This is an optimization exercise on Yosys and OpenROAD, whose aim is small area, a short achievable clock period and few clock cycles per item, not a production implementation.

==> run a: inputs <==
==> flow/design.v <==
package fpa_pkg;
	typedef enum logic [3:0] {
		CMD_INT2FIX = 4'd0,
		CMD_TRUNC   = 4'd1,
		CMD_ROUND   = 4'd2,
		CMD_ADD     = 4'd3,
		CMD_SUB     = 4'd4,
		CMD_ADDINT  = 4'd5,
		CMD_SUBINT  = 4'd6,
		CMD_MUL     = 4'd7,
		CMD_MULINT  = 4'd8,
		CMD_DIV     = 4'd9,
		CMD_DIVINT  = 4'd10
	} cmd_t;
	typedef struct packed {
		logic [3:0]         cmd;
		logic signed [31:0] operand_a;
		logic signed [31:0] operand_b;
	} req_t;
	typedef struct packed {
		logic signed [31:0] value_out;
		logic               divide_by_zero;
	} rsp_t;
	typedef struct packed {
		logic valid;
		logic mul_op;
		logic mulint_op;
		logic div_op;
		logic dz;
		logic neg;
	} ctl_t;
endpackage
module fpa_alu (
	input  logic        clk,
	input  logic        arst_n,
	input  logic        req_valid,
	output logic        req_stall,
	input  logic [3:0]  req_cmd,
	input  logic [31:0] req_a,
	input  logic [31:0] req_b,
	output logic        rsp_valid,
	input  logic        rsp_stall,
	output logic [31:0] rsp_value,
	output logic        rsp_dz
);
	function automatic logic [4:0] bitlen(input logic [30:0] x);
		bitlen = 5'd0;
		for (int i = 0; i < 31; i++)
			if (x[i]) bitlen = 5'(i + 1);
	endfunction
	logic        i_v;
	logic [3:0]  i_cmd;
	logic [31:0] i_a;
	logic [31:0] i_b;
	logic [4:0]  i_la;        
	logic [4:0]  i_lb;        
	logic        x_v;
	logic        x_done;
	logic        x_mul;       
	logic        x_frac;      
	logic        x_div;       
	logic        x_simple;
	logic        x_neg;
	logic        x_cin;
	logic        x_dz;
	logic [5:0]  x_cnt;
	logic [45:0] x_acc;
	logic [45:0] x_n;
	logic [31:0] x_d;
	logic        o_v;
	logic [31:0] o_val;
	logic        o_dz;
	logic        s_v;
	logic [31:0] s_val;
	logic        s_dz;
	logic x_adv, x_accept, i_ready, deliver;
	assign x_adv     = x_v && x_done && !s_v;
	assign x_accept  = i_v && (!x_v || x_adv);
	assign i_ready   = !i_v || x_accept;
	assign req_stall = !i_ready;
	assign deliver   = o_v && !rsp_stall;
	assign rsp_valid = o_v;
	assign rsp_value = o_val;
	assign rsp_dz    = o_dz;
	always_ff @(posedge clk or negedge arst_n) begin
		if (!arst_n) i_v <= 1'b0;
		else if (i_ready) i_v <= req_valid;
	end
	always_ff @(posedge clk) begin
		if (i_ready) begin
			i_cmd <= req_cmd;
			i_a   <= req_a;
			i_b   <= req_b;
			i_la  <= bitlen(req_a[30:0] ^ {31{req_a[31]}});
			i_lb  <= bitlen(req_b[30:0] ^ {31{req_b[31]}});
		end
	end
	logic        c_mul, c_mulint, c_div, c_divint, b_zero, c_engine;
	logic        inc, sub, sh;
	logic [31:0] addend, op_a, op_b;
	assign c_mul    = (i_cmd == 4'd7);
	assign c_mulint = (i_cmd == 4'd8);
	assign c_div    = (i_cmd == 4'd9);
	assign c_divint = (i_cmd == 4'd10);
	assign b_zero   = (i_b == 32'd0);
	assign c_engine = c_mul || c_mulint || ((c_div || c_divint) && !b_zero);
	assign inc    = (i_cmd == 4'd1) ? (i_a[31] && (i_a[13:0] != 14'd0))
	                                : (i_a[13] && (!i_a[31] || (i_a[12:0] != 13'd0)));
	assign sub    = (i_cmd == 4'd4) || (i_cmd == 4'd6);
	assign sh     = (i_cmd == 4'd5) || (i_cmd == 4'd6);
	assign addend = sh ? {i_b[17:0], 14'd0} : i_b;
	always_comb begin
		op_a = 32'd0;
		op_b = 32'd0;
		case (i_cmd)
			4'd0:       op_a = {i_b[17:0], 14'd0};
			4'd1, 4'd2: op_a = {{14{i_a[31]}}, i_a[31:14]};
			4'd3, 4'd4, 4'd5, 4'd6: begin
				op_a = i_a;
				op_b = sub ? ~addend : addend;
			end
			default: ;
		endcase
	end
	logic [31:0] a_mag, b_mag, sml;
	logic [5:0]  la, lb_lo, lb_hi, ls, lr, rs;
	logic signed [7:0] m;
	logic [5:0]  m_c;
	logic        a_small;
	logic [45:0] rot_in, rot, himask;
	assign a_mag = i_a[31] ? (~i_a + 32'd1) : i_a;
	assign b_mag = i_b[31] ? (~i_b + 32'd1) : i_b;
	assign la    = {1'b0, i_la} + {5'd0, i_a[31]};
	assign lb_lo = {1'b0, i_lb};
	assign lb_hi = lb_lo + {5'd0, i_b[31]};
	assign a_small = (la <= lb_hi);
	assign ls    = a_small ? la : lb_hi;
	assign lr    = (ls + 6'd3) & 6'b111100;
	assign m     = $signed({2'b00, la}) + (c_div ? 8'sd15 : 8'sd1) - $signed({2'b00, lb_lo});
	always_comb begin
		if (m <= 8'sd0)       m_c = 6'd0;
		else if (m >= 8'sd46) m_c = 6'd46;
		else                  m_c = 6'(m);
	end
	assign sml  = a_small ? a_mag : b_mag;
	assign rs     = (c_mul || c_mulint) ? (6'd14 + lr) : m_c;
	assign rot_in = (c_mul || c_mulint) ? {sml, 14'd0} : (c_div ? {a_mag, 14'd0} : {14'd0, a_mag});
	always_comb begin
		rot = rot_in;
		for (int k = 0; k < 6; k++)
			if (rs[k]) rot = (rot >> (1 << k)) | (rot << (46 - (1 << k)));
	end
	always_comb begin
		for (int k = 0; k < 46; k++)
			himask[k] = (k >= 46 - m_c);
	end
	logic [32:0] s1, t1;
	logic        ge1;
	logic [31:0] r1;
	logic [45:0] macc;
	assign s1  = {x_acc[31:0], x_n[45]};
	assign t1  = s1 - {1'b0, x_d};
	assign ge1 = !t1[32];
	assign r1  = ge1 ? t1[31:0] : s1[31:0];
	assign macc = {x_acc[41:0], 4'd0} + 46'(x_d * x_n[45:42]);
	always_ff @(posedge clk or negedge arst_n) begin
		if (!arst_n) begin
			x_v    <= 1'b0;
			x_done <= 1'b0;
		end else if (x_accept) begin
			x_v    <= 1'b1;
			x_done <= !c_engine || (((c_mul || c_mulint) ? lr : m_c) == 6'd0);
		end else if (x_adv) begin
			x_v    <= 1'b0;
		end else if (x_v && !x_done) begin
			x_done <= (x_cnt == 6'd1);
		end
	end
	always_ff @(posedge clk) begin
		if (x_accept) begin
			x_mul    <= c_mul || c_mulint;
			x_frac   <= c_mul;
			x_div    <= (c_div || c_divint) && !b_zero;
			x_simple <= !c_engine;
			x_neg    <= c_engine && (i_a[31] ^ i_b[31]);
			x_cin    <= c_engine ? (i_a[31] ^ i_b[31]) : (((i_cmd == 4'd1) || (i_cmd == 4'd2)) ? inc : sub);
			x_dz     <= (c_div || c_divint) && b_zero;
			if (c_mul || c_mulint) begin
				x_acc <= 46'd0;
				x_n   <= rot;
				x_d   <= a_small ? b_mag : a_mag;
				x_cnt <= {2'd0, lr[5:2]};
			end else if (c_engine) begin
				x_acc <= {14'd0, rot[31:0] & ~himask[31:0]};
				x_n   <= rot & himask;
				x_d   <= b_mag;
				x_cnt <= m_c;
			end else begin
				x_acc <= {14'd0, op_a};
				x_d   <= op_b;
			end
		end else if (x_v && !x_done) begin
			x_cnt <= x_cnt - 6'd1;
			if (x_mul) begin
				x_acc <= macc;
				x_n   <= {x_n[41:0], 4'd0};
			end else begin
				x_acc <= {14'd0, r1};
				x_n   <= {x_n[44:0], ge1};
			end
		end
	end
	logic [31:0] xval, xres;
	always_comb begin
		if (x_mul)      xval = x_frac ? x_acc[45:14] : x_acc[31:0];
		else if (x_div) xval = x_n[31:0];
		else            xval = x_acc[31:0];
	end
	assign xres = (xval ^ {32{x_neg}}) + (x_d & {32{x_simple}}) + {31'd0, x_cin};
	always_ff @(posedge clk or negedge arst_n) begin
		if (!arst_n) begin
			o_v <= 1'b0;
			s_v <= 1'b0;
		end else begin
			if (!o_v || deliver) o_v <= s_v || x_adv;
			if (s_v) begin
				if (!o_v || deliver) s_v <= 1'b0;
			end else if (x_adv && o_v && !deliver) begin
				s_v <= 1'b1;
			end
		end
	end
	always_ff @(posedge clk) begin
		if (!o_v || deliver) begin
			o_val <= s_v ? s_val : xres;
			o_dz  <= s_v ? s_dz  : x_dz;
		end
		if (!s_v) begin
			s_val <= xres;
			s_dz  <= x_dz;
		end
	end
endmodule
==> flow/run.sh <==
#!/bin/bash
# synth_recipe.tcl (not shown) runs the flow's synth.tcl, then flattens the netlist and writes it again
# the make line also repeats each setting of config.mk as NAME=value (left out here)
make -C /OpenROAD-flow-scripts/flow DESIGN_CONFIG=/design/flow/config.mk WORK_HOME=/design/flow/orfs CLKGATE_MAP_FILE= SYNTH_SCRIPT=/design/flow/synth_recipe.tcl finish
==> flow/config.mk <==
export PLATFORM = sky130hd
export DESIGN_NAME = fpa_alu
export DESIGN_NICKNAME = fpa_alu
export VERILOG_FILES = /design/flow/design.v
export SDC_FILE = /design/flow/constraint.sdc
export NUM_CORES = 4
export LEC_CHECK = 0
export ABC_CLOCK_PERIOD_IN_PS = 3000
export CAP_MARGIN = 20
export CORE_MARGIN = 2
export CORE_UTILIZATION = 40
export SETUP_SLACK_MARGIN = 5
export SLEW_MARGIN = 20
==> flow/constraint.sdc <==
create_clock -name core_clock -period 10.0 [get_ports {clk}]
set_input_delay 2.0000 -clock core_clock [delete_from_list [all_inputs] [get_ports {clk}]]
set_output_delay 2.0000 -clock core_clock [all_outputs]
set_load 0.01 [all_outputs]
==> run b: changes against run a <==
==> flow/design.v, changed modules only <==
module fpa_alu (
	input  logic        clk,
	input  logic        arst_n,
	input  logic        req_valid,
	output logic        req_stall,
	input  logic [3:0]  req_cmd,
	input  logic [31:0] req_a,
	input  logic [31:0] req_b,
	output logic        rsp_valid,
	input  logic        rsp_stall,
	output logic [31:0] rsp_value,
	output logic        rsp_dz
);
	function automatic logic [5:0] bitlen(input logic [31:0] x);
		bitlen = 6'd0;
		for (int i = 0; i < 32; i++)
			if (x[i]) bitlen = 6'(i + 1);
	endfunction
	logic        i_v;
	logic [3:0]  i_cmd;
	logic [31:0] i_a;
	logic [31:0] i_b;
	logic        x_v;
	logic        x_done;
	logic        x_rot;       
	logic        x_mul;       
	logic        x_frac;      
	logic        x_div;       
	logic        x_neg;
	logic        x_dz;
	logic [5:0]  x_cnt;
	logic [5:0]  x_rs;
	logic [45:0] x_acc;
	logic [45:0] x_n;
	logic [31:0] x_d;
	logic        o_v;
	logic [31:0] o_val;
	logic        o_dz;
	logic        s_v;
	logic [31:0] s_val;
	logic        s_dz;
	logic x_adv, x_accept, i_ready, deliver;
	assign x_adv    = x_v && x_done && !s_v;
	assign x_accept = i_v && (!x_v || x_adv);
	assign i_ready  = !i_v || x_accept;
	assign req_stall = !i_ready;
	assign deliver  = o_v && !rsp_stall;
	assign rsp_valid = o_v;
	assign rsp_value = o_val;
	assign rsp_dz    = o_dz;
	always_ff @(posedge clk or negedge arst_n) begin
		if (!arst_n) i_v <= 1'b0;
		else if (i_ready) i_v <= req_valid;
	end
	always_ff @(posedge clk) begin
		if (i_ready) begin
			i_cmd <= req_cmd;
			i_a   <= req_a;
			i_b   <= req_b;
		end
	end
	logic        c_mul, c_mulint, c_div, c_divint, b_zero, c_engine;
	logic [31:0] simple;
	logic [31:0] a_sh, addend, sum;
	logic        inc, sub;
	assign c_mul    = (i_cmd == 4'd7);
	assign c_mulint = (i_cmd == 4'd8);
	assign c_div    = (i_cmd == 4'd9);
	assign c_divint = (i_cmd == 4'd10);
	assign b_zero   = (i_b == 32'd0);
	assign c_engine = c_mul || c_mulint || ((c_div || c_divint) && !b_zero);
	assign a_sh   = {{14{i_a[31]}}, i_a[31:14]};
	assign inc    = (i_cmd == 4'd1) ? (i_a[31] && (i_a[13:0] != 14'd0))
	                                : (i_a[13] && (!i_a[31] || (i_a[12:0] != 13'd0)));
	assign sub    = (i_cmd == 4'd4) || (i_cmd == 4'd6);
	assign addend = ((i_cmd == 4'd5) || (i_cmd == 4'd6)) ? {i_b[17:0], 14'd0} : i_b;
	assign sum    = i_a + (sub ? ~addend : addend) + {31'd0, sub};
	always_comb begin
		case (i_cmd)
			4'd0:                   simple = {i_b[17:0], 14'd0};
			4'd1, 4'd2:             simple = a_sh + {31'd0, inc};
			4'd3, 4'd4, 4'd5, 4'd6: simple = sum;
			default:                simple = 32'd0;
		endcase
	end
	logic [31:0] a_mag, b_mag;
	logic [5:0]  la, lb_lo, lb_hi, ls, lr;
	logic signed [7:0] m;
	logic [5:0]  m_ev;
	logic        a_small;
	assign a_mag = i_a[31] ? (~i_a + 32'd1) : i_a;
	assign b_mag = i_b[31] ? (~i_b + 32'd1) : i_b;
	assign la    = bitlen(i_a ^ {32{i_a[31]}}) + {5'd0, i_a[31]};
	assign lb_lo = bitlen(i_b ^ {32{i_b[31]}});
	assign lb_hi = lb_lo + {5'd0, i_b[31]};
	assign a_small = (la <= lb_hi);
	assign ls    = a_small ? la : lb_hi;
	assign lr    = (ls + 6'd3) & 6'b111100;
	assign m     = $signed({2'b00, la}) + (c_div ? 8'sd15 : 8'sd1) - $signed({2'b00, lb_lo});
	always_comb begin
		if (m <= 8'sd0)       m_ev = 6'd0;
		else if (m >= 8'sd46) m_ev = 6'd46;
		else                  m_ev = 6'(m);
	end
	logic [45:0] rot_in, rot, himask;
	assign rot_in = (x_frac || x_mul) ? {x_acc[31:0], 14'd0} : {14'd0, x_acc[31:0]};
	always_comb begin
		rot = rot_in;
		for (int k = 0; k < 6; k++)
			if (x_rs[k]) rot = (rot >> (1 << k)) | (rot << (46 - (1 << k)));
	end
	always_comb begin
		for (int k = 0; k < 46; k++)
			himask[k] = (k >= 46 - x_rs);
	end
	logic [32:0] s1, t1;
	logic        ge1;
	logic [31:0] r1;
	logic [45:0] macc;
	assign s1  = {x_acc[31:0], x_n[45]};
	assign t1  = s1 - {1'b0, x_d};
	assign ge1 = !t1[32];
	assign r1  = ge1 ? t1[31:0] : s1[31:0];
	assign macc = {x_acc[41:0], 4'd0} + 46'(x_d * x_n[45:42]);
	always_ff @(posedge clk or negedge arst_n) begin
		if (!arst_n) begin
			x_v    <= 1'b0;
			x_done <= 1'b0;
			x_rot  <= 1'b0;
		end else if (x_accept) begin
			x_v    <= 1'b1;
			x_done <= !c_engine;
			x_rot  <= c_engine;
		end else if (x_adv) begin
			x_v    <= 1'b0;
		end else if (x_v && !x_done) begin
			x_rot  <= 1'b0;
			x_done <= x_rot ? (x_cnt == 6'd0) : (x_cnt == 6'd1);
		end
	end
	always_ff @(posedge clk) begin
		if (x_accept) begin
			x_mul  <= c_mul || c_mulint;
			x_frac <= c_mul || c_div;
			x_div  <= (c_div || c_divint) && !b_zero;
			x_neg  <= c_engine && (i_a[31] ^ i_b[31]);
			x_dz   <= (c_div || c_divint) && b_zero;
			if (c_mul || c_mulint) begin
				x_acc <= {14'd0, a_small ? a_mag : b_mag};
				x_d   <= a_small ? b_mag : a_mag;
				x_rs  <= 6'd14 + lr;
				x_cnt <= {2'd0, lr[5:2]};
			end else begin
				x_acc <= {14'd0, c_engine ? a_mag : simple};
				x_d   <= b_mag;
				x_rs  <= m_ev;
				x_cnt <= m_ev;
			end
		end else if (x_v && !x_done) begin
			if (x_rot) begin
				if (x_mul) begin
					x_n   <= rot;
					x_acc <= 46'd0;
				end else begin
					x_n   <= rot & himask;
					x_acc <= {14'd0, rot[31:0] & ~himask[31:0]};
				end
			end else begin
				x_cnt <= x_cnt - 6'd1;
				if (x_mul) begin
					x_acc <= macc;
					x_n   <= {x_n[41:0], 4'd0};
				end else begin
					x_acc <= {14'd0, r1};
					x_n   <= {x_n[44:0], ge1};
				end
			end
		end
	end
	logic [31:0] xval, xres;
	always_comb begin
		if (x_mul)      xval = x_frac ? x_acc[45:14] : x_acc[31:0];
		else if (x_div) xval = x_n[31:0];
		else            xval = x_acc[31:0];
	end
	assign xres = x_neg ? (~xval + 32'd1) : xval;
	always_ff @(posedge clk or negedge arst_n) begin
		if (!arst_n) begin
			o_v <= 1'b0;
			s_v <= 1'b0;
		end else begin
			if (!o_v || deliver) o_v <= s_v || x_adv;
			if (s_v) begin
				if (!o_v || deliver) s_v <= 1'b0;
			end else if (x_adv && o_v && !deliver) begin
				s_v <= 1'b1;
			end
		end
	end
	always_ff @(posedge clk) begin
		if (!o_v || deliver) begin
			o_val <= s_v ? s_val : xres;
			o_dz  <= s_v ? s_dz  : x_dz;
		end
		if (!s_v) begin
			s_val <= xres;
			s_dz  <= x_dz;
		end
	end
endmodule
==> summary.txt <==
quantity	run b	run a
Endpoint arrival time on the critical path	5430 ps	6110 ps
Die area	79600 um^2	82000 um^2
Endpoint of the worst-slack reg-to-reg timing path	x_acc[37]$_SDFFCE_PP0P_	x_acc[20]$_DFFE_PP_
Vias in the first global route	28000	32500
Relative slew slack	34.0%	12.3%
XOR/XNOR Fraction of Synth Area	6.47%	5.56%
Count of non-CTS inverters in the layout	187	185
Met3 GRT Util	5.42%	8.39%
Clock-pin slew reported for the worst setup and hold paths after clock tree synthesis	70 ps	60 ps
Final RePlAce weighted congestion	1.01	1.05
Status	no timing/DRC/antenna violations	no timing/DRC/antenna violations
Floorplan Core Area	76200 um^2	79000 um^2
Final Skew	40.4 ps	23.0 ps
Non-clock buffering overhead in the final layout	8.42%	13.6%
Starting density of the core	40.6%	40.4%
Met1 track demand over resource in global routing	36.9%	43.3%
Simple-gate share of the synthesized area	17.2%	17.2%
Total number of multi-input combinational cells	2936	3077
No run of this note included a check of the RTL's function; only the layout flow was run.

[static timing again, ports no longer ideal]
Ports are ideal in the flow. The routed layouts listed here were re-timed in OpenROAD.
Step 1, drivers: a clkbuf_16 drives clk and a buf_2 each remaining input, both assumed.
Step 2 moves the port delays by t, midway between the first and last clock arrival at a register: inputs arrive t later, outputs are due t later. That takes back most of the time a late clock gives input paths.
a / b / c = ideal ports / drivers / drivers and shift; a / b = the first two.
| run | t, ns | slack for setup (ns) | worst setup path after step 2 | clock arrival spread, ns |
|---|---|---|---|---|
| run a | 0.649 | 4.342 / 4.342 / 4.342 | register to register | 0.023 / 0.023 |
| run b | 0.639 | 4.872 / 4.872 / 4.872 | register to register | 0.041 / 0.041 |
After both steps every run listed still meets setup and hold.
